From an optimization exercise on the open Yosys and OpenROAD flow, aimed at small area, a short achievable clock period and few clock cycles per item; shortcuts taken in it are not production practice. Function was checked by simulation only, so behaviour that the tests miss may differ from the original. Power figures rest on the tool's default switching activity, not on a simulated workload.

File: flow/run.sh
#!/bin/bash
# The standard layout, with plain buffers (not delay cells) on the ports and
# timing repair aimed below the clock period.
set -euo pipefail
bash standard.sh BUFFER_PORTS_ARGS="-buffer_cell sky130_fd_sc_hd__buf_2" SETUP_SLACK_MARGIN=5.4 finish > flow_make.log 2>&1
File: standard.sh
#!/bin/bash
# synth_recipe.tcl (not shown) runs the flow's synth.tcl, then flattens the netlist and writes it again
# the make line also repeats each setting of config.mk as NAME=value (left out here)
make -C /OpenROAD-flow-scripts/flow DESIGN_CONFIG=/design/flow/config.mk WORK_HOME=/design/flow/orfs CLKGATE_MAP_FILE= SYNTH_SCRIPT=/design/flow/synth_recipe.tcl "${@:-finish}"
File: config.mk
export PLATFORM = sky130hd
export DESIGN_NAME = matvec3
export DESIGN_NICKNAME = matvec3
export VERILOG_FILES = /design/flow/design.v
export SDC_FILE = /design/flow/constraint.sdc
export NUM_CORES = 4
export LEC_CHECK = 0
export CAP_MARGIN = 0
export CORE_MARGIN = 2
export CORE_UTILIZATION = 60
export CTS_BUF_LIST = sky130_fd_sc_hd__clkbuf_8
export CTS_CLUSTER_DIAMETER = 50
export CTS_CLUSTER_SIZE = 16
export SETUP_SLACK_MARGIN = 5
export SLEW_MARGIN = 0
File: constraint.sdc
create_clock -name core_clock -period 8.5 [get_ports {clk}]
set_input_delay 1.7000 -clock core_clock [delete_from_list [all_inputs] [get_ports {clk}]]
set_output_delay 1.7000 -clock core_clock [all_outputs]
set_load 0.01 [all_outputs]
File: design.v
package matvec_dims_pkg;
    localparam int MAT_DIM   = 3;
    localparam int MAT_WORDS = MAT_DIM * MAT_DIM;
    localparam int JOB_WORDS = MAT_WORDS + MAT_DIM;    
    localparam int SAMPLE_W = 14;
    localparam int ACC_W    = 2 * SAMPLE_W;            
    typedef logic signed [SAMPLE_W-1:0] sample_t;
    typedef logic signed [ACC_W-1:0] acc_t;
    typedef logic [3:0] w_addr_t;                      
    typedef logic [1:0] x_addr_t;                      
    typedef logic [3:0] load_count_t;
endpackage
package matvec_ctrl_pkg;
    typedef enum logic [1:0] {
        LOAD    = 2'd0,
        ISSUE   = 2'd1,
        DRAIN   = 2'd2,
        PRESENT = 2'd3
    } seq_state_t;
    localparam int READ_LATENCY = 1;
endpackage
`timescale 1ns/1ps
module mac_unit (
    input  logic [13:0] a,        
    input  logic [6:0]  one,      
    input  logic [6:0]  two,      
    input  logic [6:0]  neg,      
    input  logic        v,        
    input  logic [27:0] acc_s,    
    input  logic [27:0] acc_c,
    output logic [27:0] s,        
    output logic [27:0] c
);
    logic pp0_0;
    logic pp0_1;
    logic pp0_2;
    logic pp0_3;
    logic pp0_4;
    logic pp0_5;
    logic pp0_6;
    logic pp0_7;
    logic pp0_8;
    logic pp0_9;
    logic pp0_10;
    logic pp0_11;
    logic pp0_12;
    logic pp0_13;
    logic pp0_14;
    logic pp1_0;
    logic pp1_1;
    logic pp1_2;
    logic pp1_3;
    logic pp1_4;
    logic pp1_5;
    logic pp1_6;
    logic pp1_7;
    logic pp1_8;
    logic pp1_9;
    logic pp1_10;
    logic pp1_11;
    logic pp1_12;
    logic pp1_13;
    logic pp1_14;
    logic pp2_0;
    logic pp2_1;
    logic pp2_2;
    logic pp2_3;
    logic pp2_4;
    logic pp2_5;
    logic pp2_6;
    logic pp2_7;
    logic pp2_8;
    logic pp2_9;
    logic pp2_10;
    logic pp2_11;
    logic pp2_12;
    logic pp2_13;
    logic pp2_14;
    logic pp3_0;
    logic pp3_1;
    logic pp3_2;
    logic pp3_3;
    logic pp3_4;
    logic pp3_5;
    logic pp3_6;
    logic pp3_7;
    logic pp3_8;
    logic pp3_9;
    logic pp3_10;
    logic pp3_11;
    logic pp3_12;
    logic pp3_13;
    logic pp3_14;
    logic pp4_0;
    logic pp4_1;
    logic pp4_2;
    logic pp4_3;
    logic pp4_4;
    logic pp4_5;
    logic pp4_6;
    logic pp4_7;
    logic pp4_8;
    logic pp4_9;
    logic pp4_10;
    logic pp4_11;
    logic pp4_12;
    logic pp4_13;
    logic pp4_14;
    logic pp5_0;
    logic pp5_1;
    logic pp5_2;
    logic pp5_3;
    logic pp5_4;
    logic pp5_5;
    logic pp5_6;
    logic pp5_7;
    logic pp5_8;
    logic pp5_9;
    logic pp5_10;
    logic pp5_11;
    logic pp5_12;
    logic pp5_13;
    logic pp5_14;
    logic pp6_0;
    logic pp6_1;
    logic pp6_2;
    logic pp6_3;
    logic pp6_4;
    logic pp6_5;
    logic pp6_6;
    logic pp6_7;
    logic pp6_8;
    logic pp6_9;
    logic pp6_10;
    logic pp6_11;
    logic pp6_12;
    logic pp6_13;
    logic pp6_14;
    logic hs0;
    logic hc0;
    logic hs1;
    logic hc1;
    logic hs2;
    logic hc2;
    logic hs3;
    logic hc3;
    logic hs4;
    logic hc4;
    logic fs5;
    logic fc5;
    logic hs6;
    logic hc6;
    logic fs7;
    logic fc7;
    logic hs8;
    logic hc8;
    logic fs9;
    logic fc9;
    logic fs10;
    logic fc10;
    logic hs11;
    logic hc11;
    logic fs12;
    logic fc12;
    logic fs13;
    logic fc13;
    logic hs14;
    logic hc14;
    logic fs15;
    logic fc15;
    logic fs16;
    logic fc16;
    logic fs17;
    logic fc17;
    logic fs18;
    logic fc18;
    logic fs19;
    logic fc19;
    logic fs20;
    logic fc20;
    logic fs21;
    logic fc21;
    logic fs22;
    logic fc22;
    logic fs23;
    logic fc23;
    logic fs24;
    logic fc24;
    logic fs25;
    logic fc25;
    logic fs26;
    logic fc26;
    logic fs27;
    logic fc27;
    logic fs28;
    logic fc28;
    logic hs29;
    logic hc29;
    logic fs30;
    logic fc30;
    logic fs31;
    logic fc31;
    logic fs32;
    logic fc32;
    logic hs33;
    logic hc33;
    logic fs34;
    logic fc34;
    logic hs35;
    logic hc35;
    logic hs36;
    logic hc36;
    logic hs37;
    logic hc37;
    logic fs38;
    logic fc38;
    logic hs39;
    logic hc39;
    logic fs40;
    logic fc40;
    logic hs41;
    logic hc41;
    logic fs42;
    logic fc42;
    logic fs43;
    logic fc43;
    logic fs44;
    logic fc44;
    logic fs45;
    logic fc45;
    logic fs46;
    logic fc46;
    logic fs47;
    logic fc47;
    logic fs48;
    logic fc48;
    logic fs49;
    logic fc49;
    logic fs50;
    logic fc50;
    logic fs51;
    logic fc51;
    logic fs52;
    logic fc52;
    logic fs53;
    logic fc53;
    logic fs54;
    logic fc54;
    logic fs55;
    logic fc55;
    logic fs56;
    logic fc56;
    logic fs57;
    logic fc57;
    logic fs58;
    logic fc58;
    logic fs59;
    logic fc59;
    logic fs60;
    logic fc60;
    logic fs61;
    logic fc61;
    logic fs62;
    logic fc62;
    logic fs63;
    logic fc63;
    logic fs64;
    logic fc64;
    logic fs65;
    logic fc65;
    logic fs66;
    logic fc66;
    logic fs67;
    logic fc67;
    logic fs68;
    logic fc68;
    logic fs69;
    logic fc69;
    logic fs70;
    logic fc70;
    logic fs71;
    logic fc71;
    logic fs72;
    logic fc72;
    logic fs73;
    logic fc73;
    logic fs74;
    logic fc74;
    logic hs75;
    logic hc75;
    logic fs76;
    logic fc76;
    logic hs77;
    logic hc77;
    logic hs78;
    logic hc78;
    logic hs79;
    logic hc79;
    logic fs80;
    logic fc80;
    logic fs81;
    logic fc81;
    logic fs82;
    logic fc82;
    logic fs83;
    logic fc83;
    logic fs84;
    logic fc84;
    logic fs85;
    logic fc85;
    logic fs86;
    logic fc86;
    logic fs87;
    logic fc87;
    logic fs88;
    logic fc88;
    logic fs89;
    logic fc89;
    logic fs90;
    logic fc90;
    logic fs91;
    logic fc91;
    logic fs92;
    logic fc92;
    logic fs93;
    logic fc93;
    logic fs94;
    logic fc94;
    logic fs95;
    logic fc95;
    logic fs96;
    logic fc96;
    logic fs97;
    logic fc97;
    logic fs98;
    logic fc98;
    logic fs99;
    logic fc99;
    logic fs100;
    logic fc100;
    logic fs101;
    logic fc101;
    logic fs102;
    logic fc102;
    logic fs103;
    logic fc103;
    logic hs104;
    logic hc104;
    logic hs105;
    logic hc105;
    logic fs106;
    logic fc106;
    logic fs107;
    logic fc107;
    logic fs108;
    logic fc108;
    logic fs109;
    logic fc109;
    logic fs110;
    logic fc110;
    logic fs111;
    logic fc111;
    logic fs112;
    logic fc112;
    logic fs113;
    logic fc113;
    logic fs114;
    logic fc114;
    logic fs115;
    logic fc115;
    logic fs116;
    logic fc116;
    logic fs117;
    logic fc117;
    logic fs118;
    logic fc118;
    logic fs119;
    logic fc119;
    logic fs120;
    logic fc120;
    logic fs121;
    logic fc121;
    logic fs122;
    logic fc122;
    logic fs123;
    logic fc123;
    logic fs124;
    logic fc124;
    logic fs125;
    logic fc125;
    logic fs126;
    logic fc126;
    logic fs127;
    logic fc127;
    logic fs128;
    logic fc128;
    logic fs129;
    logic fc129;
    logic fs130;
    logic fc130;
    logic fs131;
    logic fc131;
    logic fs132;
    logic fc132;
    assign pp0_0 = neg[0] ^ ((one[0] & a[0]) | (two[0] & 1'b0));
    assign pp0_1 = neg[0] ^ ((one[0] & a[1]) | (two[0] & a[0]));
    assign pp0_2 = neg[0] ^ ((one[0] & a[2]) | (two[0] & a[1]));
    assign pp0_3 = neg[0] ^ ((one[0] & a[3]) | (two[0] & a[2]));
    assign pp0_4 = neg[0] ^ ((one[0] & a[4]) | (two[0] & a[3]));
    assign pp0_5 = neg[0] ^ ((one[0] & a[5]) | (two[0] & a[4]));
    assign pp0_6 = neg[0] ^ ((one[0] & a[6]) | (two[0] & a[5]));
    assign pp0_7 = neg[0] ^ ((one[0] & a[7]) | (two[0] & a[6]));
    assign pp0_8 = neg[0] ^ ((one[0] & a[8]) | (two[0] & a[7]));
    assign pp0_9 = neg[0] ^ ((one[0] & a[9]) | (two[0] & a[8]));
    assign pp0_10 = neg[0] ^ ((one[0] & a[10]) | (two[0] & a[9]));
    assign pp0_11 = neg[0] ^ ((one[0] & a[11]) | (two[0] & a[10]));
    assign pp0_12 = neg[0] ^ ((one[0] & a[12]) | (two[0] & a[11]));
    assign pp0_13 = neg[0] ^ ((one[0] & a[13]) | (two[0] & a[12]));
    assign pp0_14 = v & ~(neg[0] ^ ((one[0] & a[13]) | (two[0] & a[13])));    
    assign pp1_0 = neg[1] ^ ((one[1] & a[0]) | (two[1] & 1'b0));
    assign pp1_1 = neg[1] ^ ((one[1] & a[1]) | (two[1] & a[0]));
    assign pp1_2 = neg[1] ^ ((one[1] & a[2]) | (two[1] & a[1]));
    assign pp1_3 = neg[1] ^ ((one[1] & a[3]) | (two[1] & a[2]));
    assign pp1_4 = neg[1] ^ ((one[1] & a[4]) | (two[1] & a[3]));
    assign pp1_5 = neg[1] ^ ((one[1] & a[5]) | (two[1] & a[4]));
    assign pp1_6 = neg[1] ^ ((one[1] & a[6]) | (two[1] & a[5]));
    assign pp1_7 = neg[1] ^ ((one[1] & a[7]) | (two[1] & a[6]));
    assign pp1_8 = neg[1] ^ ((one[1] & a[8]) | (two[1] & a[7]));
    assign pp1_9 = neg[1] ^ ((one[1] & a[9]) | (two[1] & a[8]));
    assign pp1_10 = neg[1] ^ ((one[1] & a[10]) | (two[1] & a[9]));
    assign pp1_11 = neg[1] ^ ((one[1] & a[11]) | (two[1] & a[10]));
    assign pp1_12 = neg[1] ^ ((one[1] & a[12]) | (two[1] & a[11]));
    assign pp1_13 = neg[1] ^ ((one[1] & a[13]) | (two[1] & a[12]));
    assign pp1_14 = v & ~(neg[1] ^ ((one[1] & a[13]) | (two[1] & a[13])));    
    assign pp2_0 = neg[2] ^ ((one[2] & a[0]) | (two[2] & 1'b0));
    assign pp2_1 = neg[2] ^ ((one[2] & a[1]) | (two[2] & a[0]));
    assign pp2_2 = neg[2] ^ ((one[2] & a[2]) | (two[2] & a[1]));
    assign pp2_3 = neg[2] ^ ((one[2] & a[3]) | (two[2] & a[2]));
    assign pp2_4 = neg[2] ^ ((one[2] & a[4]) | (two[2] & a[3]));
    assign pp2_5 = neg[2] ^ ((one[2] & a[5]) | (two[2] & a[4]));
    assign pp2_6 = neg[2] ^ ((one[2] & a[6]) | (two[2] & a[5]));
    assign pp2_7 = neg[2] ^ ((one[2] & a[7]) | (two[2] & a[6]));
    assign pp2_8 = neg[2] ^ ((one[2] & a[8]) | (two[2] & a[7]));
    assign pp2_9 = neg[2] ^ ((one[2] & a[9]) | (two[2] & a[8]));
    assign pp2_10 = neg[2] ^ ((one[2] & a[10]) | (two[2] & a[9]));
    assign pp2_11 = neg[2] ^ ((one[2] & a[11]) | (two[2] & a[10]));
    assign pp2_12 = neg[2] ^ ((one[2] & a[12]) | (two[2] & a[11]));
    assign pp2_13 = neg[2] ^ ((one[2] & a[13]) | (two[2] & a[12]));
    assign pp2_14 = v & ~(neg[2] ^ ((one[2] & a[13]) | (two[2] & a[13])));    
    assign pp3_0 = neg[3] ^ ((one[3] & a[0]) | (two[3] & 1'b0));
    assign pp3_1 = neg[3] ^ ((one[3] & a[1]) | (two[3] & a[0]));
    assign pp3_2 = neg[3] ^ ((one[3] & a[2]) | (two[3] & a[1]));
    assign pp3_3 = neg[3] ^ ((one[3] & a[3]) | (two[3] & a[2]));
    assign pp3_4 = neg[3] ^ ((one[3] & a[4]) | (two[3] & a[3]));
    assign pp3_5 = neg[3] ^ ((one[3] & a[5]) | (two[3] & a[4]));
    assign pp3_6 = neg[3] ^ ((one[3] & a[6]) | (two[3] & a[5]));
    assign pp3_7 = neg[3] ^ ((one[3] & a[7]) | (two[3] & a[6]));
    assign pp3_8 = neg[3] ^ ((one[3] & a[8]) | (two[3] & a[7]));
    assign pp3_9 = neg[3] ^ ((one[3] & a[9]) | (two[3] & a[8]));
    assign pp3_10 = neg[3] ^ ((one[3] & a[10]) | (two[3] & a[9]));
    assign pp3_11 = neg[3] ^ ((one[3] & a[11]) | (two[3] & a[10]));
    assign pp3_12 = neg[3] ^ ((one[3] & a[12]) | (two[3] & a[11]));
    assign pp3_13 = neg[3] ^ ((one[3] & a[13]) | (two[3] & a[12]));
    assign pp3_14 = v & ~(neg[3] ^ ((one[3] & a[13]) | (two[3] & a[13])));    
    assign pp4_0 = neg[4] ^ ((one[4] & a[0]) | (two[4] & 1'b0));
    assign pp4_1 = neg[4] ^ ((one[4] & a[1]) | (two[4] & a[0]));
    assign pp4_2 = neg[4] ^ ((one[4] & a[2]) | (two[4] & a[1]));
    assign pp4_3 = neg[4] ^ ((one[4] & a[3]) | (two[4] & a[2]));
    assign pp4_4 = neg[4] ^ ((one[4] & a[4]) | (two[4] & a[3]));
    assign pp4_5 = neg[4] ^ ((one[4] & a[5]) | (two[4] & a[4]));
    assign pp4_6 = neg[4] ^ ((one[4] & a[6]) | (two[4] & a[5]));
    assign pp4_7 = neg[4] ^ ((one[4] & a[7]) | (two[4] & a[6]));
    assign pp4_8 = neg[4] ^ ((one[4] & a[8]) | (two[4] & a[7]));
    assign pp4_9 = neg[4] ^ ((one[4] & a[9]) | (two[4] & a[8]));
    assign pp4_10 = neg[4] ^ ((one[4] & a[10]) | (two[4] & a[9]));
    assign pp4_11 = neg[4] ^ ((one[4] & a[11]) | (two[4] & a[10]));
    assign pp4_12 = neg[4] ^ ((one[4] & a[12]) | (two[4] & a[11]));
    assign pp4_13 = neg[4] ^ ((one[4] & a[13]) | (two[4] & a[12]));
    assign pp4_14 = v & ~(neg[4] ^ ((one[4] & a[13]) | (two[4] & a[13])));    
    assign pp5_0 = neg[5] ^ ((one[5] & a[0]) | (two[5] & 1'b0));
    assign pp5_1 = neg[5] ^ ((one[5] & a[1]) | (two[5] & a[0]));
    assign pp5_2 = neg[5] ^ ((one[5] & a[2]) | (two[5] & a[1]));
    assign pp5_3 = neg[5] ^ ((one[5] & a[3]) | (two[5] & a[2]));
    assign pp5_4 = neg[5] ^ ((one[5] & a[4]) | (two[5] & a[3]));
    assign pp5_5 = neg[5] ^ ((one[5] & a[5]) | (two[5] & a[4]));
    assign pp5_6 = neg[5] ^ ((one[5] & a[6]) | (two[5] & a[5]));
    assign pp5_7 = neg[5] ^ ((one[5] & a[7]) | (two[5] & a[6]));
    assign pp5_8 = neg[5] ^ ((one[5] & a[8]) | (two[5] & a[7]));
    assign pp5_9 = neg[5] ^ ((one[5] & a[9]) | (two[5] & a[8]));
    assign pp5_10 = neg[5] ^ ((one[5] & a[10]) | (two[5] & a[9]));
    assign pp5_11 = neg[5] ^ ((one[5] & a[11]) | (two[5] & a[10]));
    assign pp5_12 = neg[5] ^ ((one[5] & a[12]) | (two[5] & a[11]));
    assign pp5_13 = neg[5] ^ ((one[5] & a[13]) | (two[5] & a[12]));
    assign pp5_14 = v & ~(neg[5] ^ ((one[5] & a[13]) | (two[5] & a[13])));    
    assign pp6_0 = neg[6] ^ ((one[6] & a[0]) | (two[6] & 1'b0));
    assign pp6_1 = neg[6] ^ ((one[6] & a[1]) | (two[6] & a[0]));
    assign pp6_2 = neg[6] ^ ((one[6] & a[2]) | (two[6] & a[1]));
    assign pp6_3 = neg[6] ^ ((one[6] & a[3]) | (two[6] & a[2]));
    assign pp6_4 = neg[6] ^ ((one[6] & a[4]) | (two[6] & a[3]));
    assign pp6_5 = neg[6] ^ ((one[6] & a[5]) | (two[6] & a[4]));
    assign pp6_6 = neg[6] ^ ((one[6] & a[6]) | (two[6] & a[5]));
    assign pp6_7 = neg[6] ^ ((one[6] & a[7]) | (two[6] & a[6]));
    assign pp6_8 = neg[6] ^ ((one[6] & a[8]) | (two[6] & a[7]));
    assign pp6_9 = neg[6] ^ ((one[6] & a[9]) | (two[6] & a[8]));
    assign pp6_10 = neg[6] ^ ((one[6] & a[10]) | (two[6] & a[9]));
    assign pp6_11 = neg[6] ^ ((one[6] & a[11]) | (two[6] & a[10]));
    assign pp6_12 = neg[6] ^ ((one[6] & a[12]) | (two[6] & a[11]));
    assign pp6_13 = neg[6] ^ ((one[6] & a[13]) | (two[6] & a[12]));
    assign pp6_14 = v & ~(neg[6] ^ ((one[6] & a[13]) | (two[6] & a[13])));    
    assign hs0 = neg[6] ^ acc_c[12];
    assign hc0 = neg[6] & acc_c[12];
    assign hs1 = acc_c[13] ^ acc_s[13];
    assign hc1 = acc_c[13] & acc_s[13];
    assign hs2 = acc_c[14] ^ acc_s[14];
    assign hc2 = acc_c[14] & acc_s[14];
    assign hs3 = neg[3] ^ acc_c[6];
    assign hc3 = neg[3] & acc_c[6];
    assign hs4 = acc_c[7] ^ acc_s[7];
    assign hc4 = acc_c[7] & acc_s[7];
    assign fs5 = neg[4] ^ acc_c[8] ^ acc_s[8];
    assign fc5 = (neg[4] & acc_c[8]) | (neg[4] & acc_s[8]) | (acc_c[8] & acc_s[8]);
    assign hs6 = pp0_8 ^ pp1_6;
    assign hc6 = pp0_8 & pp1_6;
    assign fs7 = acc_c[9] ^ acc_s[9] ^ pp0_9;
    assign fc7 = (acc_c[9] & acc_s[9]) | (acc_c[9] & pp0_9) | (acc_s[9] & pp0_9);
    assign hs8 = pp1_7 ^ pp2_5;
    assign hc8 = pp1_7 & pp2_5;
    assign fs9 = neg[5] ^ acc_c[10] ^ acc_s[10];
    assign fc9 = (neg[5] & acc_c[10]) | (neg[5] & acc_s[10]) | (acc_c[10] & acc_s[10]);
    assign fs10 = pp0_10 ^ pp1_8 ^ pp2_6;
    assign fc10 = (pp0_10 & pp1_8) | (pp0_10 & pp2_6) | (pp1_8 & pp2_6);
    assign hs11 = pp3_4 ^ pp4_2;
    assign hc11 = pp3_4 & pp4_2;
    assign fs12 = acc_c[11] ^ acc_s[11] ^ pp0_11;
    assign fc12 = (acc_c[11] & acc_s[11]) | (acc_c[11] & pp0_11) | (acc_s[11] & pp0_11);
    assign fs13 = pp1_9 ^ pp2_7 ^ pp3_5;
    assign fc13 = (pp1_9 & pp2_7) | (pp1_9 & pp3_5) | (pp2_7 & pp3_5);
    assign hs14 = pp4_3 ^ pp5_1;
    assign hc14 = pp4_3 & pp5_1;
    assign fs15 = acc_s[12] ^ hs0 ^ pp0_12;
    assign fc15 = (acc_s[12] & hs0) | (acc_s[12] & pp0_12) | (hs0 & pp0_12);
    assign fs16 = pp1_10 ^ pp2_8 ^ pp3_6;
    assign fc16 = (pp1_10 & pp2_8) | (pp1_10 & pp3_6) | (pp2_8 & pp3_6);
    assign fs17 = pp4_4 ^ pp5_2 ^ pp6_0;
    assign fc17 = (pp4_4 & pp5_2) | (pp4_4 & pp6_0) | (pp5_2 & pp6_0);
    assign fs18 = hc0 ^ hs1 ^ pp0_13;
    assign fc18 = (hc0 & hs1) | (hc0 & pp0_13) | (hs1 & pp0_13);
    assign fs19 = pp1_11 ^ pp2_9 ^ pp3_7;
    assign fc19 = (pp1_11 & pp2_9) | (pp1_11 & pp3_7) | (pp2_9 & pp3_7);
    assign fs20 = pp4_5 ^ pp5_3 ^ pp6_1;
    assign fc20 = (pp4_5 & pp5_3) | (pp4_5 & pp6_1) | (pp5_3 & pp6_1);
    assign fs21 = hc1 ^ hs2 ^ pp0_14;
    assign fc21 = (hc1 & hs2) | (hc1 & pp0_14) | (hs2 & pp0_14);
    assign fs22 = pp1_12 ^ pp2_10 ^ pp3_8;
    assign fc22 = (pp1_12 & pp2_10) | (pp1_12 & pp3_8) | (pp2_10 & pp3_8);
    assign fs23 = pp4_6 ^ pp5_4 ^ pp6_2;
    assign fc23 = (pp4_6 & pp5_4) | (pp4_6 & pp6_2) | (pp5_4 & pp6_2);
    assign fs24 = acc_c[15] ^ acc_s[15] ^ hc2;
    assign fc24 = (acc_c[15] & acc_s[15]) | (acc_c[15] & hc2) | (acc_s[15] & hc2);
    assign fs25 = pp1_13 ^ pp2_11 ^ pp3_9;
    assign fc25 = (pp1_13 & pp2_11) | (pp1_13 & pp3_9) | (pp2_11 & pp3_9);
    assign fs26 = pp4_7 ^ pp5_5 ^ pp6_3;
    assign fc26 = (pp4_7 & pp5_5) | (pp4_7 & pp6_3) | (pp5_5 & pp6_3);
    assign fs27 = acc_c[16] ^ acc_s[16] ^ pp1_14;
    assign fc27 = (acc_c[16] & acc_s[16]) | (acc_c[16] & pp1_14) | (acc_s[16] & pp1_14);
    assign fs28 = pp2_12 ^ pp3_10 ^ pp4_8;
    assign fc28 = (pp2_12 & pp3_10) | (pp2_12 & pp4_8) | (pp3_10 & pp4_8);
    assign hs29 = pp5_6 ^ pp6_4;
    assign hc29 = pp5_6 & pp6_4;
    assign fs30 = acc_c[17] ^ acc_s[17] ^ pp2_13;
    assign fc30 = (acc_c[17] & acc_s[17]) | (acc_c[17] & pp2_13) | (acc_s[17] & pp2_13);
    assign fs31 = pp3_11 ^ pp4_9 ^ pp5_7;
    assign fc31 = (pp3_11 & pp4_9) | (pp3_11 & pp5_7) | (pp4_9 & pp5_7);
    assign fs32 = acc_c[18] ^ acc_s[18] ^ pp2_14;
    assign fc32 = (acc_c[18] & acc_s[18]) | (acc_c[18] & pp2_14) | (acc_s[18] & pp2_14);
    assign hs33 = pp3_12 ^ pp4_10;
    assign hc33 = pp3_12 & pp4_10;
    assign fs34 = acc_c[19] ^ acc_s[19] ^ pp3_13;
    assign fc34 = (acc_c[19] & acc_s[19]) | (acc_c[19] & pp3_13) | (acc_s[19] & pp3_13);
    assign hs35 = acc_c[20] ^ acc_s[20];
    assign hc35 = acc_c[20] & acc_s[20];
    assign hs36 = neg[1] ^ acc_c[2];
    assign hc36 = neg[1] & acc_c[2];
    assign hs37 = acc_c[3] ^ acc_s[3];
    assign hc37 = acc_c[3] & acc_s[3];
    assign fs38 = neg[2] ^ acc_c[4] ^ acc_s[4];
    assign fc38 = (neg[2] & acc_c[4]) | (neg[2] & acc_s[4]) | (acc_c[4] & acc_s[4]);
    assign hs39 = pp0_4 ^ pp1_2;
    assign hc39 = pp0_4 & pp1_2;
    assign fs40 = acc_c[5] ^ acc_s[5] ^ pp0_5;
    assign fc40 = (acc_c[5] & acc_s[5]) | (acc_c[5] & pp0_5) | (acc_s[5] & pp0_5);
    assign hs41 = pp1_3 ^ pp2_1;
    assign hc41 = pp1_3 & pp2_1;
    assign fs42 = acc_s[6] ^ hs3 ^ pp0_6;
    assign fc42 = (acc_s[6] & hs3) | (acc_s[6] & pp0_6) | (hs3 & pp0_6);
    assign fs43 = pp1_4 ^ pp2_2 ^ pp3_0;
    assign fc43 = (pp1_4 & pp2_2) | (pp1_4 & pp3_0) | (pp2_2 & pp3_0);
    assign fs44 = hc3 ^ hs4 ^ pp0_7;
    assign fc44 = (hc3 & hs4) | (hc3 & pp0_7) | (hs4 & pp0_7);
    assign fs45 = pp1_5 ^ pp2_3 ^ pp3_1;
    assign fc45 = (pp1_5 & pp2_3) | (pp1_5 & pp3_1) | (pp2_3 & pp3_1);
    assign fs46 = hc4 ^ pp2_4 ^ pp3_2;
    assign fc46 = (hc4 & pp2_4) | (hc4 & pp3_2) | (pp2_4 & pp3_2);
    assign fs47 = pp4_0 ^ fs5 ^ hs6;
    assign fc47 = (pp4_0 & fs5) | (pp4_0 & hs6) | (fs5 & hs6);
    assign fs48 = pp3_3 ^ pp4_1 ^ fc5;
    assign fc48 = (pp3_3 & pp4_1) | (pp3_3 & fc5) | (pp4_1 & fc5);
    assign fs49 = hc6 ^ hs8 ^ fs7;
    assign fc49 = (hc6 & hs8) | (hc6 & fs7) | (hs8 & fs7);
    assign fs50 = pp5_0 ^ fs9 ^ hc8;
    assign fc50 = (pp5_0 & fs9) | (pp5_0 & hc8) | (fs9 & hc8);
    assign fs51 = hs11 ^ fc7 ^ fs10;
    assign fc51 = (hs11 & fc7) | (hs11 & fs10) | (fc7 & fs10);
    assign fs52 = fc9 ^ hc11 ^ hs14;
    assign fc52 = (fc9 & hc11) | (fc9 & hs14) | (hc11 & hs14);
    assign fs53 = fc10 ^ fs12 ^ fs13;
    assign fc53 = (fc10 & fs12) | (fc10 & fs13) | (fs12 & fs13);
    assign fs54 = hc14 ^ fc12 ^ fc13;
    assign fc54 = (hc14 & fc12) | (hc14 & fc13) | (fc12 & fc13);
    assign fs55 = fs15 ^ fs16 ^ fs17;
    assign fc55 = (fs15 & fs16) | (fs15 & fs17) | (fs16 & fs17);
    assign fs56 = fc15 ^ fc16 ^ fc17;
    assign fc56 = (fc15 & fc16) | (fc15 & fc17) | (fc16 & fc17);
    assign fs57 = fs18 ^ fs19 ^ fs20;
    assign fc57 = (fs18 & fs19) | (fs18 & fs20) | (fs19 & fs20);
    assign fs58 = fc18 ^ fc19 ^ fc20;
    assign fc58 = (fc18 & fc19) | (fc18 & fc20) | (fc19 & fc20);
    assign fs59 = fs21 ^ fs22 ^ fs23;
    assign fc59 = (fs21 & fs22) | (fs21 & fs23) | (fs22 & fs23);
    assign fs60 = fc21 ^ fc22 ^ fc23;
    assign fc60 = (fc21 & fc22) | (fc21 & fc23) | (fc22 & fc23);
    assign fs61 = fs24 ^ fs25 ^ fs26;
    assign fc61 = (fs24 & fs25) | (fs24 & fs26) | (fs25 & fs26);
    assign fs62 = hs29 ^ fc24 ^ fc25;
    assign fc62 = (hs29 & fc24) | (hs29 & fc25) | (fc24 & fc25);
    assign fs63 = fc26 ^ fs27 ^ fs28;
    assign fc63 = (fc26 & fs27) | (fc26 & fs28) | (fs27 & fs28);
    assign fs64 = pp6_5 ^ hc29 ^ fc27;
    assign fc64 = (pp6_5 & hc29) | (pp6_5 & fc27) | (hc29 & fc27);
    assign fs65 = fc28 ^ fs30 ^ fs31;
    assign fc65 = (fc28 & fs30) | (fc28 & fs31) | (fs30 & fs31);
    assign fs66 = pp5_8 ^ pp6_6 ^ hs33;
    assign fc66 = (pp5_8 & pp6_6) | (pp5_8 & hs33) | (pp6_6 & hs33);
    assign fs67 = fc30 ^ fc31 ^ fs32;
    assign fc67 = (fc30 & fc31) | (fc30 & fs32) | (fc31 & fs32);
    assign fs68 = pp4_11 ^ pp5_9 ^ pp6_7;
    assign fc68 = (pp4_11 & pp5_9) | (pp4_11 & pp6_7) | (pp5_9 & pp6_7);
    assign fs69 = hc33 ^ fc32 ^ fs34;
    assign fc69 = (hc33 & fc32) | (hc33 & fs34) | (fc32 & fs34);
    assign fs70 = hs35 ^ pp3_14 ^ pp4_12;
    assign fc70 = (hs35 & pp3_14) | (hs35 & pp4_12) | (pp3_14 & pp4_12);
    assign fs71 = pp5_10 ^ pp6_8 ^ fc34;
    assign fc71 = (pp5_10 & pp6_8) | (pp5_10 & fc34) | (pp6_8 & fc34);
    assign fs72 = acc_c[21] ^ acc_s[21] ^ hc35;
    assign fc72 = (acc_c[21] & acc_s[21]) | (acc_c[21] & hc35) | (acc_s[21] & hc35);
    assign fs73 = pp4_13 ^ pp5_11 ^ pp6_9;
    assign fc73 = (pp4_13 & pp5_11) | (pp4_13 & pp6_9) | (pp5_11 & pp6_9);
    assign fs74 = acc_c[22] ^ acc_s[22] ^ pp4_14;
    assign fc74 = (acc_c[22] & acc_s[22]) | (acc_c[22] & pp4_14) | (acc_s[22] & pp4_14);
    assign hs75 = pp5_12 ^ pp6_10;
    assign hc75 = pp5_12 & pp6_10;
    assign fs76 = acc_c[23] ^ acc_s[23] ^ pp5_13;
    assign fc76 = (acc_c[23] & acc_s[23]) | (acc_c[23] & pp5_13) | (acc_s[23] & pp5_13);
    assign hs77 = acc_c[24] ^ acc_s[24];
    assign hc77 = acc_c[24] & acc_s[24];
    assign hs78 = neg[0] ^ acc_c[0];
    assign hc78 = neg[0] & acc_c[0];
    assign hs79 = acc_c[1] ^ acc_s[1];
    assign hc79 = acc_c[1] & acc_s[1];
    assign fs80 = acc_s[2] ^ hs36 ^ pp0_2;
    assign fc80 = (acc_s[2] & hs36) | (acc_s[2] & pp0_2) | (hs36 & pp0_2);
    assign fs81 = hc36 ^ hs37 ^ pp0_3;
    assign fc81 = (hc36 & hs37) | (hc36 & pp0_3) | (hs37 & pp0_3);
    assign fs82 = hc37 ^ pp2_0 ^ fs38;
    assign fc82 = (hc37 & pp2_0) | (hc37 & fs38) | (pp2_0 & fs38);
    assign fs83 = fc38 ^ hc39 ^ hs41;
    assign fc83 = (fc38 & hc39) | (fc38 & hs41) | (hc39 & hs41);
    assign fs84 = hc41 ^ fc40 ^ fs42;
    assign fc84 = (hc41 & fc40) | (hc41 & fs42) | (fc40 & fs42);
    assign fs85 = fc42 ^ fc43 ^ fs44;
    assign fc85 = (fc42 & fc43) | (fc42 & fs44) | (fc43 & fs44);
    assign fs86 = fc44 ^ fc45 ^ fs46;
    assign fc86 = (fc44 & fc45) | (fc44 & fs46) | (fc45 & fs46);
    assign fs87 = fc46 ^ fs48 ^ fc47;
    assign fc87 = (fc46 & fs48) | (fc46 & fc47) | (fs48 & fc47);
    assign fs88 = fc48 ^ fs50 ^ fc49;
    assign fc88 = (fc48 & fs50) | (fc48 & fc49) | (fs50 & fc49);
    assign fs89 = fc50 ^ fs52 ^ fc51;
    assign fc89 = (fc50 & fs52) | (fc50 & fc51) | (fs52 & fc51);
    assign fs90 = fc52 ^ fc53 ^ fs54;
    assign fc90 = (fc52 & fc53) | (fc52 & fs54) | (fc53 & fs54);
    assign fs91 = fc54 ^ fc55 ^ fs56;
    assign fc91 = (fc54 & fc55) | (fc54 & fs56) | (fc55 & fs56);
    assign fs92 = fc56 ^ fc57 ^ fs58;
    assign fc92 = (fc56 & fc57) | (fc56 & fs58) | (fc57 & fs58);
    assign fs93 = fc58 ^ fc59 ^ fs60;
    assign fc93 = (fc58 & fc59) | (fc58 & fs60) | (fc59 & fs60);
    assign fs94 = fc60 ^ fc61 ^ fs62;
    assign fc94 = (fc60 & fc61) | (fc60 & fs62) | (fc61 & fs62);
    assign fs95 = fc62 ^ fc63 ^ fs64;
    assign fc95 = (fc62 & fc63) | (fc62 & fs64) | (fc63 & fs64);
    assign fs96 = fs66 ^ fc64 ^ fc65;
    assign fc96 = (fs66 & fc64) | (fs66 & fc65) | (fc64 & fc65);
    assign fs97 = fs68 ^ fc66 ^ fc67;
    assign fc97 = (fs68 & fc66) | (fs68 & fc67) | (fc66 & fc67);
    assign fs98 = fc68 ^ fs70 ^ fc69;
    assign fc98 = (fc68 & fs70) | (fc68 & fc69) | (fs70 & fc69);
    assign fs99 = fc70 ^ fs72 ^ fs73;
    assign fc99 = (fc70 & fs72) | (fc70 & fs73) | (fs72 & fs73);
    assign fs100 = hs75 ^ fc72 ^ fc73;
    assign fc100 = (hs75 & fc72) | (hs75 & fc73) | (fc72 & fc73);
    assign fs101 = pp6_11 ^ hc75 ^ fc74;
    assign fc101 = (pp6_11 & hc75) | (pp6_11 & fc74) | (hc75 & fc74);
    assign fs102 = hs77 ^ pp5_14 ^ pp6_12;
    assign fc102 = (hs77 & pp5_14) | (hs77 & pp6_12) | (pp5_14 & pp6_12);
    assign fs103 = acc_c[25] ^ acc_s[25] ^ hc77;
    assign fc103 = (acc_c[25] & acc_s[25]) | (acc_c[25] & hc77) | (acc_s[25] & hc77);
    assign hs104 = acc_c[26] ^ acc_s[26];
    assign hc104 = acc_c[26] & acc_s[26];
    assign hs105 = acc_s[0] ^ hs78;
    assign hc105 = acc_s[0] & hs78;
    assign fs106 = hc78 ^ hs79 ^ pp0_1;
    assign fc106 = (hc78 & hs79) | (hc78 & pp0_1) | (hs79 & pp0_1);
    assign fs107 = hc79 ^ pp1_0 ^ fs80;
    assign fc107 = (hc79 & pp1_0) | (hc79 & fs80) | (pp1_0 & fs80);
    assign fs108 = pp1_1 ^ fc80 ^ fs81;
    assign fc108 = (pp1_1 & fc80) | (pp1_1 & fs81) | (fc80 & fs81);
    assign fs109 = hs39 ^ fc81 ^ fs82;
    assign fc109 = (hs39 & fc81) | (hs39 & fs82) | (fc81 & fs82);
    assign fs110 = fs40 ^ fc82 ^ fs83;
    assign fc110 = (fs40 & fc82) | (fs40 & fs83) | (fc82 & fs83);
    assign fs111 = fs43 ^ fc83 ^ fs84;
    assign fc111 = (fs43 & fc83) | (fs43 & fs84) | (fc83 & fs84);
    assign fs112 = fs45 ^ fc84 ^ fs85;
    assign fc112 = (fs45 & fc84) | (fs45 & fs85) | (fc84 & fs85);
    assign fs113 = fs47 ^ fc85 ^ fs86;
    assign fc113 = (fs47 & fc85) | (fs47 & fs86) | (fc85 & fs86);
    assign fs114 = fc86 ^ fs49 ^ fs87;
    assign fc114 = (fc86 & fs49) | (fc86 & fs87) | (fs49 & fs87);
    assign fs115 = fs51 ^ fc87 ^ fs88;
    assign fc115 = (fs51 & fc87) | (fs51 & fs88) | (fc87 & fs88);
    assign fs116 = fs53 ^ fc88 ^ fs89;
    assign fc116 = (fs53 & fc88) | (fs53 & fs89) | (fc88 & fs89);
    assign fs117 = fs55 ^ fc89 ^ fs90;
    assign fc117 = (fs55 & fc89) | (fs55 & fs90) | (fc89 & fs90);
    assign fs118 = fs57 ^ fc90 ^ fs91;
    assign fc118 = (fs57 & fc90) | (fs57 & fs91) | (fc90 & fs91);
    assign fs119 = fs59 ^ fc91 ^ fs92;
    assign fc119 = (fs59 & fc91) | (fs59 & fs92) | (fc91 & fs92);
    assign fs120 = fs61 ^ fc92 ^ fs93;
    assign fc120 = (fs61 & fc92) | (fs61 & fs93) | (fc92 & fs93);
    assign fs121 = fs63 ^ fc93 ^ fs94;
    assign fc121 = (fs63 & fc93) | (fs63 & fs94) | (fc93 & fs94);
    assign fs122 = fs65 ^ fc94 ^ fs95;
    assign fc122 = (fs65 & fc94) | (fs65 & fs95) | (fc94 & fs95);
    assign fs123 = fs67 ^ fc95 ^ fs96;
    assign fc123 = (fs67 & fc95) | (fs67 & fs96) | (fc95 & fs96);
    assign fs124 = fs69 ^ fc96 ^ fs97;
    assign fc124 = (fs69 & fc96) | (fs69 & fs97) | (fc96 & fs97);
    assign fs125 = fs71 ^ fc97 ^ fs98;
    assign fc125 = (fs71 & fc97) | (fs71 & fs98) | (fc97 & fs98);
    assign fs126 = fc71 ^ fs99 ^ fc98;
    assign fc126 = (fc71 & fs99) | (fc71 & fc98) | (fs99 & fc98);
    assign fs127 = fs74 ^ fc99 ^ fs100;
    assign fc127 = (fs74 & fc99) | (fs74 & fs100) | (fc99 & fs100);
    assign fs128 = fs76 ^ fc100 ^ fs101;
    assign fc128 = (fs76 & fc100) | (fs76 & fs101) | (fc100 & fs101);
    assign fs129 = fc76 ^ fs102 ^ fc101;
    assign fc129 = (fc76 & fs102) | (fc76 & fc101) | (fs102 & fc101);
    assign fs130 = pp6_13 ^ fc102 ^ fs103;
    assign fc130 = (pp6_13 & fc102) | (pp6_13 & fs103) | (fc102 & fs103);
    assign fs131 = hs104 ^ pp6_14 ^ fc103;
    assign fc131 = (hs104 & pp6_14) | (hs104 & fc103) | (pp6_14 & fc103);
    assign fs132 = acc_c[27] ^ acc_s[27] ^ hc104;
    assign fc132 = (acc_c[27] & acc_s[27]) | (acc_c[27] & hc104) | (acc_s[27] & hc104);
    assign s[0] = pp0_0;
    assign c[0] = hs105;
    assign s[1] = hc105;
    assign c[1] = fs106;
    assign s[2] = fc106;
    assign c[2] = fs107;
    assign s[3] = fc107;
    assign c[3] = fs108;
    assign s[4] = fc108;
    assign c[4] = fs109;
    assign s[5] = fc109;
    assign c[5] = fs110;
    assign s[6] = fc110;
    assign c[6] = fs111;
    assign s[7] = fc111;
    assign c[7] = fs112;
    assign s[8] = fc112;
    assign c[8] = fs113;
    assign s[9] = fc113;
    assign c[9] = fs114;
    assign s[10] = fc114;
    assign c[10] = fs115;
    assign s[11] = fc115;
    assign c[11] = fs116;
    assign s[12] = fc116;
    assign c[12] = fs117;
    assign s[13] = fc117;
    assign c[13] = fs118;
    assign s[14] = fc118;
    assign c[14] = fs119;
    assign s[15] = fc119;
    assign c[15] = fs120;
    assign s[16] = fc120;
    assign c[16] = fs121;
    assign s[17] = fc121;
    assign c[17] = fs122;
    assign s[18] = fc122;
    assign c[18] = fs123;
    assign s[19] = fc123;
    assign c[19] = fs124;
    assign s[20] = fc124;
    assign c[20] = fs125;
    assign s[21] = fc125;
    assign c[21] = fs126;
    assign s[22] = fs127;
    assign c[22] = fc126;
    assign s[23] = fc127;
    assign c[23] = fs128;
    assign s[24] = fc128;
    assign c[24] = fs129;
    assign s[25] = fs130;
    assign c[25] = fc129;
    assign s[26] = fc130;
    assign c[26] = fs131;
    assign s[27] = fs132;
    assign c[27] = fc131;
endmodule
`timescale 1ns/1ps
module matvec3 (
    input  logic                     clk,
    input  logic                     reset,
    input  logic                     input_valid,
    output logic                     input_ready,
    input  matvec_dims_pkg::sample_t input_data,
    output logic                     output_valid,
    input  logic                     output_ready,
    output matvec_dims_pkg::acc_t    output_data
);
    typedef matvec_dims_pkg::sample_t sample_t;
    typedef matvec_dims_pkg::acc_t    acc_t;
    logic [3:0]  ph;
    sample_t     ring [0:11];
    logic [3:0]  lp;             
    logic        ahead;          
    logic [1:0]  cr, ck;         
    logic [3:0]  cp;             
    logic        due;            
    logic [2:0]  xv;             
    logic        ready_q;
    logic [6:0]  one_q, two_q, neg_q;    
    logic        m_v, m_first, m_last;
    acc_t        acc_s, acc_c;   
    acc_t        sum_s, sum_c;
    logic        acc_done;       
    acc_t        out_q;
    logic        out_v;
    logic        in_fire;
    logic        issue;
    logic        transfer;
    assign input_ready  = ready_q;
    assign output_valid = out_v;
    assign output_data  = out_q;
    assign in_fire  = input_valid && ready_q;
    assign transfer = acc_done && !out_v;
    assign issue = due && xv[ck] && ((ck != 2'd0) || !out_v);
    logic [3:0] ph_n;
    logic [1:0] cr_i, ck_i;
    logic [3:0] cp_i;
    logic       last_p;          
    logic [3:0] lp_inc;
    logic       due_i, due_ni;
    logic       rdy_f_i, rdy_f_ni, rdy_nf_i, rdy_nf_ni;
    function automatic logic slot_free(input logic ahd, input logic [3:0] w, input logic [3:0] c);
        if (!ahd)
            slot_free = 1'b1;
        else if (w < 4'd9)
            slot_free = (c > w);
        else
            slot_free = (c > w - 4'd3);
    endfunction
    always_comb begin
        ph_n   = (ph == 4'd11) ? 4'd0 : ph + 4'd1;
        last_p = (cp == 4'd8);
        cp_i   = last_p ? 4'd0 : cp + 4'd1;
        ck_i   = (ck == 2'd2) ? 2'd0 : ck + 2'd1;
        cr_i   = (ck != 2'd2) ? cr : ((cr == 2'd2) ? 2'd0 : cr + 2'd1);
        due_i  = !last_p;
        due_ni = (ph == ((cp >= 4'd3) ? cp - 4'd3 : cp + 4'd9));
        lp_inc = (lp == 4'd11) ? 4'd0 : lp + 4'd1;
        rdy_f_i   = slot_free((lp == 4'd11) ? 1'b1 : (last_p ? 1'b0 : ahead), lp_inc, cp_i);
        rdy_f_ni  = slot_free((lp == 4'd11) ? 1'b1 : ahead, lp_inc, cp);
        rdy_nf_i  = (ph_n == lp) && slot_free(last_p ? 1'b0 : ahead, lp, cp_i);
        rdy_nf_ni = (ph_n == lp) && slot_free(ahead, lp, cp);
    end
    always_ff @(posedge clk) begin
        if (reset) begin
            ph       <= 4'd0;
            lp       <= '0;
            ahead    <= 1'b0;
            cr       <= '0;
            ck       <= '0;
            cp       <= '0;
            due      <= 1'b0;
            xv       <= '0;
            ready_q  <= 1'b1;
            m_v      <= 1'b0;
            acc_done <= 1'b0;
            out_v    <= 1'b0;
        end else begin
            ph <= ph_n;
            if (in_fire) begin
                lp <= lp_inc;
                ready_q <= issue ? rdy_f_i : rdy_f_ni;
            end else begin
                ready_q <= issue ? rdy_nf_i : rdy_nf_ni;
            end
            if (in_fire && lp == 4'd11)
                ahead <= 1'b1;
            else if (issue && last_p)
                ahead <= 1'b0;
            if (issue) begin
                cr <= cr_i;
                ck <= ck_i;
                cp <= cp_i;
            end
            due <= issue ? due_i : due_ni;
            for (int k = 0; k < 3; k++) begin
                if (in_fire && ph == 4'(9 + k))
                    xv[k] <= 1'b1;
                else if (issue && cr == 2'd2 && ck == 2'(k))
                    xv[k] <= 1'b0;
            end
            m_v <= issue;
            if (m_v && m_last)
                acc_done <= 1'b1;
            else if (transfer)
                acc_done <= 1'b0;
            if (transfer)
                out_v <= 1'b1;
            else if (output_ready)
                out_v <= 1'b0;
        end
    end
    sample_t    x_op;
    logic [6:0] x_lo;            
    always_comb begin
        case (cr)
            2'd0:    x_op = ring[0];
            2'd1:    x_op = ring[3];
            default: x_op = ring[6];
        endcase
    end
    assign x_lo = {x_op[11], x_op[9], x_op[7], x_op[5], x_op[3], x_op[1], 1'b0};
    always_ff @(posedge clk) begin
        ring[0] <= in_fire ? input_data : ring[11];
        for (int i = 1; i < 12; i++)
            ring[i] <= ring[i-1];
        for (int i = 0; i < 7; i++) begin
            one_q[i] <= issue && (x_op[2*i] ^ x_lo[i]);
            two_q[i] <= issue && ((x_op[2*i+1] && !x_op[2*i] && !x_lo[i]) ||
                                  (!x_op[2*i+1] && x_op[2*i] && x_lo[i]));
            neg_q[i] <= issue && x_op[2*i+1];
        end
        m_first <= issue && (ck == 2'd0);
        m_last  <= issue && (ck == 2'd2);
        acc_s <= sum_s;
        acc_c <= sum_c;
        if (transfer)
            out_q <= acc_s + acc_c;
    end
    mac_unit mac_unit_i (
        .a     (ring[10]),
        .one   (one_q),
        .two   (two_q),
        .neg   (neg_q),
        .v     (m_v),
        .acc_s (m_first ? acc_t'(28'h0004000) : acc_s),
        .acc_c (m_first ? acc_t'(0) : acc_c),
        .s     (sum_s),
        .c     (sum_c)
    );
endmodule
==> results of run 1 <==
[Yosys cell counts, drive strengths merged (10+ instances only)]
library cell	instances
a22oi	93
dfxtp	272
nor2b	54
nor2	71
edfxtp	28
fa	111
mux2	14
a21oi	73
nand2b	18
nand2	53
buf	11
mux2i	15
nor3	11
xor2	55
clkbuf	55
a21o	10
inv	123
xnor2	92
ha	88
o21ai	43
[placed cells by master, fill, tap and decap left out, drive strengths merged, types with 8 or more instances in the layout]
master / count
nand2: 53
o21ai: 43
fa: 111
nand2b: 18
edfxtp: 28
nor2b: 54
dfxtp: 272
a21o: 10
inv: 132
nand3: 8
nor3: 11
xor2: 55
buf: 55
xnor2: 92
mux2i: 15
clkbuf: 30
nor2: 71
ha: 88
a22oi: 93
a21oi: 73
mux2: 14
[sequential cells by signal, indices dropped and copies added, names as in the netlist, 2 cells and up]
signal / count
xv: 3
ring: 168
out_q: 28
cp: 4
two_q: 7
ph: 4
ck: 2
acc_s: 28
lp: 4
one_q: 7
cr: 2
acc_c: 28
neg_q: 7
[worst max path at each step]
| stage | start | to | slack (ps) | cells past startpoint |
|---|---|---|---|---|
| after floorplan | m_first | acc_c[15] | 5400 | 10 |
| after global placement | input_valid | ready_q | 5120 | 7 |
| after detailed placement | input_valid | ready_q | 5020 | 7 |
| after CTS | ring[10][13] | acc_c[17] | 5400 | 9 |
| after global routing | m_first | acc_c[15] | 5400 | 9 |
| final | m_first | acc_c[15] | 5480 | 9 |
[what timing repair did]
action / CTS / global route
setup buffers: 0 / 3
pin swaps: 0 / 2
gates resized for setup: 36 / 27
setup endpoints to repair: 20 / 20
cloned: 1 / 1
hold endpoints to repair: 0 / 0
[cell families (layout without fill, tap and decap cells)]
group | after synthesis | after routing
adder cells (fa/ha/maj) | 201 | 201
flip-flops | 300 | 300
AND/OR/NAND/NOR | 249 | 249
multiplexers | 29 | 29
AO/OA/AOI/OAI | 258 | 258
XOR/XNOR | 147 | 147
buffers and inverters | 189 | 222
[critical path: stages (launching register included)]
cell,delay [ps]
dfxtp_4,360
buf_12,140
or2_2,290
ha_1,270
inv_1,50
fa_2,390
fa_2,540
fa_1,400
inv_1,70
fa_1,390
[layer usage]
metal | GRT usage | up-vias | share of wire
met5 | 0 | - | 0
met4 | 0.0519 | 0 | 0.018
li1 | - | 4606 | -
met1 | 0.342 | 4440 | 0.49
met2 | 0.363 | 187 | 0.45
met3 | 0.0317 | 46 | 0.045
[where the power goes]
part	leakage (nW)	internal, mW	switching [mW]
Combinational	3.97	0.0765	0.0887
Clock	0.292	0.390	0.487
Sequential	2.54	1.56	0.0969
[cell type report]
class | count | area share
well taps | 324 | 0.0252
inverters | 123 | 0.0289
flip-flops and latches | 300 | 0.395
clock buffers | 29 | 0.0248
repair buffers | 57 | 0.0227
multi-input cells | 884 | 0.494
clock inverters | 13 | 0.00932
[metrics by stage]
step,total power [mW],setup WS (ps),util
6_report,2.70,5480,0.660
3_3_place_gp,1.84,5120,0.629
3_5_place_dp,1.85,5020,0.629
2_1_floorplan,1.78,5400,-
5_1_grt,2.81,5400,0.660
4_1_cts,2.73,5400,0.655
==> summary.txt, run 1 <==
Run status
  • Status: finished clean

Route
  • Drt wl/cell: 17.0 µm
  • DRC Markers: 0
  • Routed wire length: 29400 µm
  • Drt pass-1 iters: 5
  • Vias post-DR: between 9000 and 10000
  • Routed Antenna Nets: 0
  • Vias per cell: 5.36
  • DR iter-0 viols: between 600 and 700

Timing
  • Hold Fails Final Rpt: 0
  • Relative slew slack: 0.350
  • Tightest Pin Transition: 973 ps
  • Fin crit share: 0.356
  • Number of setup violations in the final report: 0
  • Slew Viols, Final: 0
  • Final min period: between 3000 and 4000 ps
  • Worst hold slack: 323 ps
  • RSZ-0062 raised after global routing: yes
  • Max Clk Rate: 331 MHz
  • Clock Skews: between 15 and 20 ps
  • TNS Setup: 0 ps

Worst setup path
  • Worst R2R Path Depth: 9
  • Startpoint types: register
  • Worst path required time: 8990 ps
  • FF-to-FF setup slack: 5480 ps
  • WP data arrival: 3510 ps
  • Reg2reg end: acc_c[15]
  • CP endpoint kind: register
  • Critical path class: register to register
  • Reg-to-Reg Start: m_first
  • CP Max Fanout: 14

Hold path
  • Hold path endpoint: ring[10][3]
  • Hold wc startpoint: ring[9][3]
  • HP Class: register to register
  • Hold path depth: 0

Placement
  • HPWL after DPL: approximately 21000 µm
  • RD Place Congestion: between 0.8 and 0.9
  • Dpl cells: 1683
  • Placement Cell Area: about 0.015 mm²
  • # port buffers: 47

Yosys
  • Post-synth ARST share: 0
  • Area share of the leading cell type in the synthesized netlist: 0.365
  • Synth Area in Simple Gates: 0.0842
  • Mux cell area share after synthesis: 0.0206
  • Adder-cell share of the synthesized area: 0.224
  • Post-Syn Area: 0.0149 mm²
  • Largest family of logic cells by synthesized area: adder cells
  • Top_reg_cell synth: dfxtp_1
  • Post-synth EDFFs: 28
  • Post-synthesis compound-gate area fraction: 0.115
  • Post-synthesis xor/xnor area fraction: 0.0863
  • Synth area leaders: dfxtp_1 37%, fa_1 15%, ha_1 7.4%
  • Synth Register Bits: 300
  • Syn avg cell area: roughly 11 µm²
  • Area leader, netlist: dfxtp_1
  • Seq/Total Area, Yosys: 0.422
  • Syn Inst Count: 1373
  • Syn Nets: 1590
  • Yosys cell types: 57
  • Synth warn: 3

Clock tree
  • Worst skew pair latency: around 600 ps
  • Clock-pin transition on the worst setup and hold timing paths: 90 ps
  • Root buffer cell: clkbuf_8
  • Post-CTS Hold Buffers: 0
  • Clock Path Buffers: 3
  • Number of clock sinks: 300
  • Htree depth: 1
  • CTS tree: built
  • CTS buffer count: 27

Floorplan
  • Die width: around 160 µm
  • Die Area: 0.0261 mm²
  • Area of the core: 0.0244 mm²
  • Initial Util: 0.611
  • Num rows: 57
  • Die Height: approximately 160 µm
  • I/O Pins: 48

Finish
  • Share of cells above drive strength 1: 0.129
  • Number of fill cells: around 2000
  • Synth-to-layout area growth: 8.03%
  • Post-layout instance area: 0.0161 mm²
  • Final net count: about 1600
  • ANT cells: 0
  • Final Instance Count excl. Fillers: 1730
  • Seq. cell area: 0.00636 mm²
  • Area of the multi-input gates: about 0.0080 mm²

Power
  • Leak Pwr: 6.80 nW
  • Power Density: 167 mW/mm²
  • Worst vdd ir: 0.198 mV

GRT
  • Number of global-route vias before repair: 9327
  • First-pass GRT wire length: 48500 µm
  • Pin count of the biggest net entering global routing: 37
  • Antenna violations before repair: 0
  • Grt ovf: 0
  • GRT Overall Usage: 0.231

Run
  • Max_cap viols: 0
Testbench counts, summed over its fixed seeds: cycles 4,688, jobs 384.
==> run 2: changes to the inputs <==
--- a/config.mk
+++ b/config.mk
@@ -5,11 +5,11 @@
 export SDC_FILE = /design/flow/constraint.sdc
 export NUM_CORES = 4
 export LEC_CHECK = 0
-export CAP_MARGIN = 0
+export CAP_MARGIN = 10
 export CORE_MARGIN = 2
 export CORE_UTILIZATION = 60
 export CTS_BUF_LIST = sky130_fd_sc_hd__clkbuf_8
 export CTS_CLUSTER_DIAMETER = 50
 export CTS_CLUSTER_SIZE = 16
 export SETUP_SLACK_MARGIN = 5
-export SLEW_MARGIN = 0
+export SLEW_MARGIN = 10
==> run 2 against run 1 <==
Still clean on timing, DRC and antenna. Global-route usage unchanged. Clock skew unchanged. Flip-flop and latch count unchanged. First-iteration DRC count unchanged. Final area unchanged. Sequential share of layout area unchanged. Utilization unchanged. Power unchanged. Critical path type unchanged. Largest cell class unchanged. Highest routed layer unchanged.
==> summary.txt, run 2 <==
Timing
  • RSZ-0062 raised after global routing: yes
  • Fin crit share: 0.356
  • Hold Fails Final Rpt: 0
  • Relative slew slack: 0.350
  • Max Clk Rate: about 330 MHz
  • Final min period: 3020 ps
  • Clock Skews: 17.6 ps
  • Slew Viols, Final: 0
  • Tightest Pin Transition: 973 ps
  • Worst setup margin: roughly 5500 ps
  • TNS Setup: 0 ps
  • Number of setup violations in the final report: 0

Hold path
  • HP Class: register to register
  • Hold wc startpoint: ring[9][3]

Finish
  • Biggest register: ring
  • Most common cell after layout, fill and taps aside: dfxtp_1
  • Max FFs per register: ~170
  • ANT cells: 0
  • Share of cells above drive strength 1: 0.129
  • Most frequent cells in the layout: 232 x dfxtp_1, 122 x inv_1, 107 x fa_1, 93 x a22oi_1, 91 x xnor2_1
  • Synth-to-layout area growth: 8.03%
  • Final net count: roughly 1600

Worst setup path
  • Critical path class: register to register
  • CP max stage cell: fa_2
  • CP Max Fanout: 14
  • CP endpoint kind: register
  • Critical-path cell list: buf_12 > or2_2 > ha_1 > inv_1 > fa_2 > fa_2 > fa_1 > inv_1 > fa_1
  • WP data arrival: ~3500 ps
  • Reg-to-Reg Start: m_first
  • FF-to-FF setup slack: 5480 ps
  • Worst path required time: around 9000 ps
  • Slowest Stage Delay on Critical Path: about 540 ps
  • Startpoint types: register
  • Start point of the critical path: m_first

Power
  • Leak Pwr: between 6 and 7 nW
  • Worst vdd ir: roughly 0.2 mV
  • Power Density: 167 mW/mm²

Route
  • Routed wire length: 29400 µm
  • Drt pass-1 iters: 5
  • Vias post-DR: around 9300
  • Vias per cell: 5.36
  • Drt wl/cell: 17.0 µm
  • DRC Markers: 0
  • Routed Antenna Nets: 0
  • DR iter-0 viols: 659

Run status
  • Status: finished clean

GRT
  • Antenna violations before repair: 0
  • GRT Overall Usage: 0.231
  • Pin count of the biggest net entering global routing: 37
  • Met2 Track Usage GR: 0.363
  • Grt met3 use: 0.0317
  • Grt ovf: 0
  • First-pass GRT wire length: 48500 µm
  • Number of global-route vias before repair: 9327
  • Met1 usage: 0.342
  • GR peak layer: met2

Floorplan
  • Die width: 162 µm
  • Die Area: 0.0261 mm²
  • Initial Util: 0.611
  • Num rows: 57
  • Area of the core: 0.0244 mm²
  • Die Height: 162 µm
  • I/O Pins: 48

Yosys
  • Yosys cell types: 57
  • Post-Syn Area: around 0.015 mm²
  • Synth Register Bits: 300
  • Synth area leaders: dfxtp_1 37%, fa_1 15%, ha_1 7.4%
  • Syn avg cell area: 10.9 µm²
  • Count leader, synth: dfxtp_1
  • Area leader, netlist: dfxtp_1
  • Commonest cells post-synth: 272 x dfxtp_1, 122 x inv_1, 111 x fa_1
  • Post-synth EDFFs: 28
  • Syn Nets: 1590
  • Post-synth ARST share: 0
  • Synth warn: 3
  • Area share of the leading cell type in the synthesized netlist: 0.365
  • Top_reg_cell synth: dfxtp_1
  • Syn Inst Count: approximately 1400
  • Seq/Total Area, Yosys: 0.422

Placement
  • RD Place Congestion: approximately 0.87
  • Place WS: 5020 ps
  • HPWL after DPL: 21200 µm
  • # port buffers: 47

Clock tree
  • Htree depth: 1
  • Root buffer cell: clkbuf_8
  • Worst skew pair latency: 600 ps
  • Clock-pin transition on the worst setup and hold timing paths: 90 ps
  • CTS buffer count: 27
  • Post-CTS Hold Buffers: 0
  • CTS tree: built
  • Number of clock sinks: 300
  • Clock Path Buffers: 3

Run
  • Max_cap viols: 0
-- run 2: cell counts after synthesis --
Identical to the previous run, type by type.
-- run 2: path summary, 6_finish.rpt --
kind / to / cells past startpoint
setup / recovery: acc_c[15] / 9
hold / removal: ring[10][3] / 0
setup reg to reg: acc_c[15] / 9
hold reg to reg: ring[10][3] / 0
-- run 2: through the flow --
stage | cell area, µm² | hold slack (ps) | cells | utilization | total power, mW
after floorplan | 14900 | 310 | 1373 | - | 1.78
after global placement | 15300 | 310 | 1683 | 0.629 | 1.84
after detailed placement | 15300 | 312 | 1683 | 0.629 | 1.85
after CTS | 16000 | 331 | 1726 | 0.655 | 2.73
after global routing | 16100 | 332 | 1730 | 0.660 | 2.81
final | 16100 | 323 | 1730 | 0.660 | 2.70
-- run 2: cells by family after synthesis --
| logic type | Yosys count | share of synthesized area |
|---|---|---|
| AOI/OAI and AO/OA | 258 | 0.115 |
| xor gates and xnor gates | 147 | 0.0863 |
| adders and majority gates | 201 | 0.224 |
| buffers and inverters | 189 | 0.0482 |
| DFF | 300 | 0.422 |
| muxes | 29 | 0.0206 |
| and+or+nand+nor | 249 | 0.0842 |
-- run 2: critical path: cells and delay by family, from the launching register on --
kind                       cells  cell delay, ps
DFF                            1             360
and+or+nand+nor                1             290
buffers and inverters          3             260
adders and majority gates      5            1990
-- run 2: final cells by class --
cell class	instances	area [µm²]
sequential	300	6360
timing repair buffer	57	365
multi-input combinational	884	7970
tap	324	405
fill	2020	8280
clock inverter	13	150
inverter	123	465
clock buffer	29	399
-- run 2: per-layer routing --
layer / vias to the layer above / wire length, µm
met2: 187 / 13200
li1: 4606 / -
met4: 0 / 541
met5: - / 0
met3: 46 / 1330
met1: 4440 / 14300
-- run 2: repair_timing --
| action | CTS | global route |
|---|---|---|
| pin swaps | 0 | 2 |
| setup endpoints to repair | 20 | 20 |
| cloned | 1 | 1 |
| buffers inserted | 0 | 3 |
| resized for setup | 36 | 27 |
-- run 2: report_power, final --
| group | leakage [nW] | switching [mW] | internal (mW) | total, mW |
|---|---|---|---|---|
| clock network | 0.292 | 0.487 | 0.390 | 0.877 |
| logic | 3.97 | 0.0887 | 0.0765 | 0.165 |
| registers | 2.54 | 0.0969 | 1.56 | 1.66 |

## afterwards: timing with drivers on the ports
How much do the figures lean on ideal ports? The routed layouts below were timed once more, with nothing changed but the port constraints. Step 1 sets driving cells, clkbuf_16 on the clock port and buf_2 on the other inputs (assumed; they add their load-dependent delay and slew). Step 2 adds t to the input delays and takes it off the output delays; t is the mean of the earliest and latest rising clock arrival at the registers after step 1. Input paths then give back, and output paths get back, about the clock's delay inside the block. a / b / c = no drivers / after step 1 / after step 2; a / b = the first two.
run | t, ns | setup slack, ns | cell pins on the clock port's net
run 1 | 0.631 | 5.477 / 5.477 / 5.063 | 1
run 2 | 0.631 | 5.477 / 5.477 / 5.063 | 1
After both steps setup and hold are still met in every run listed.
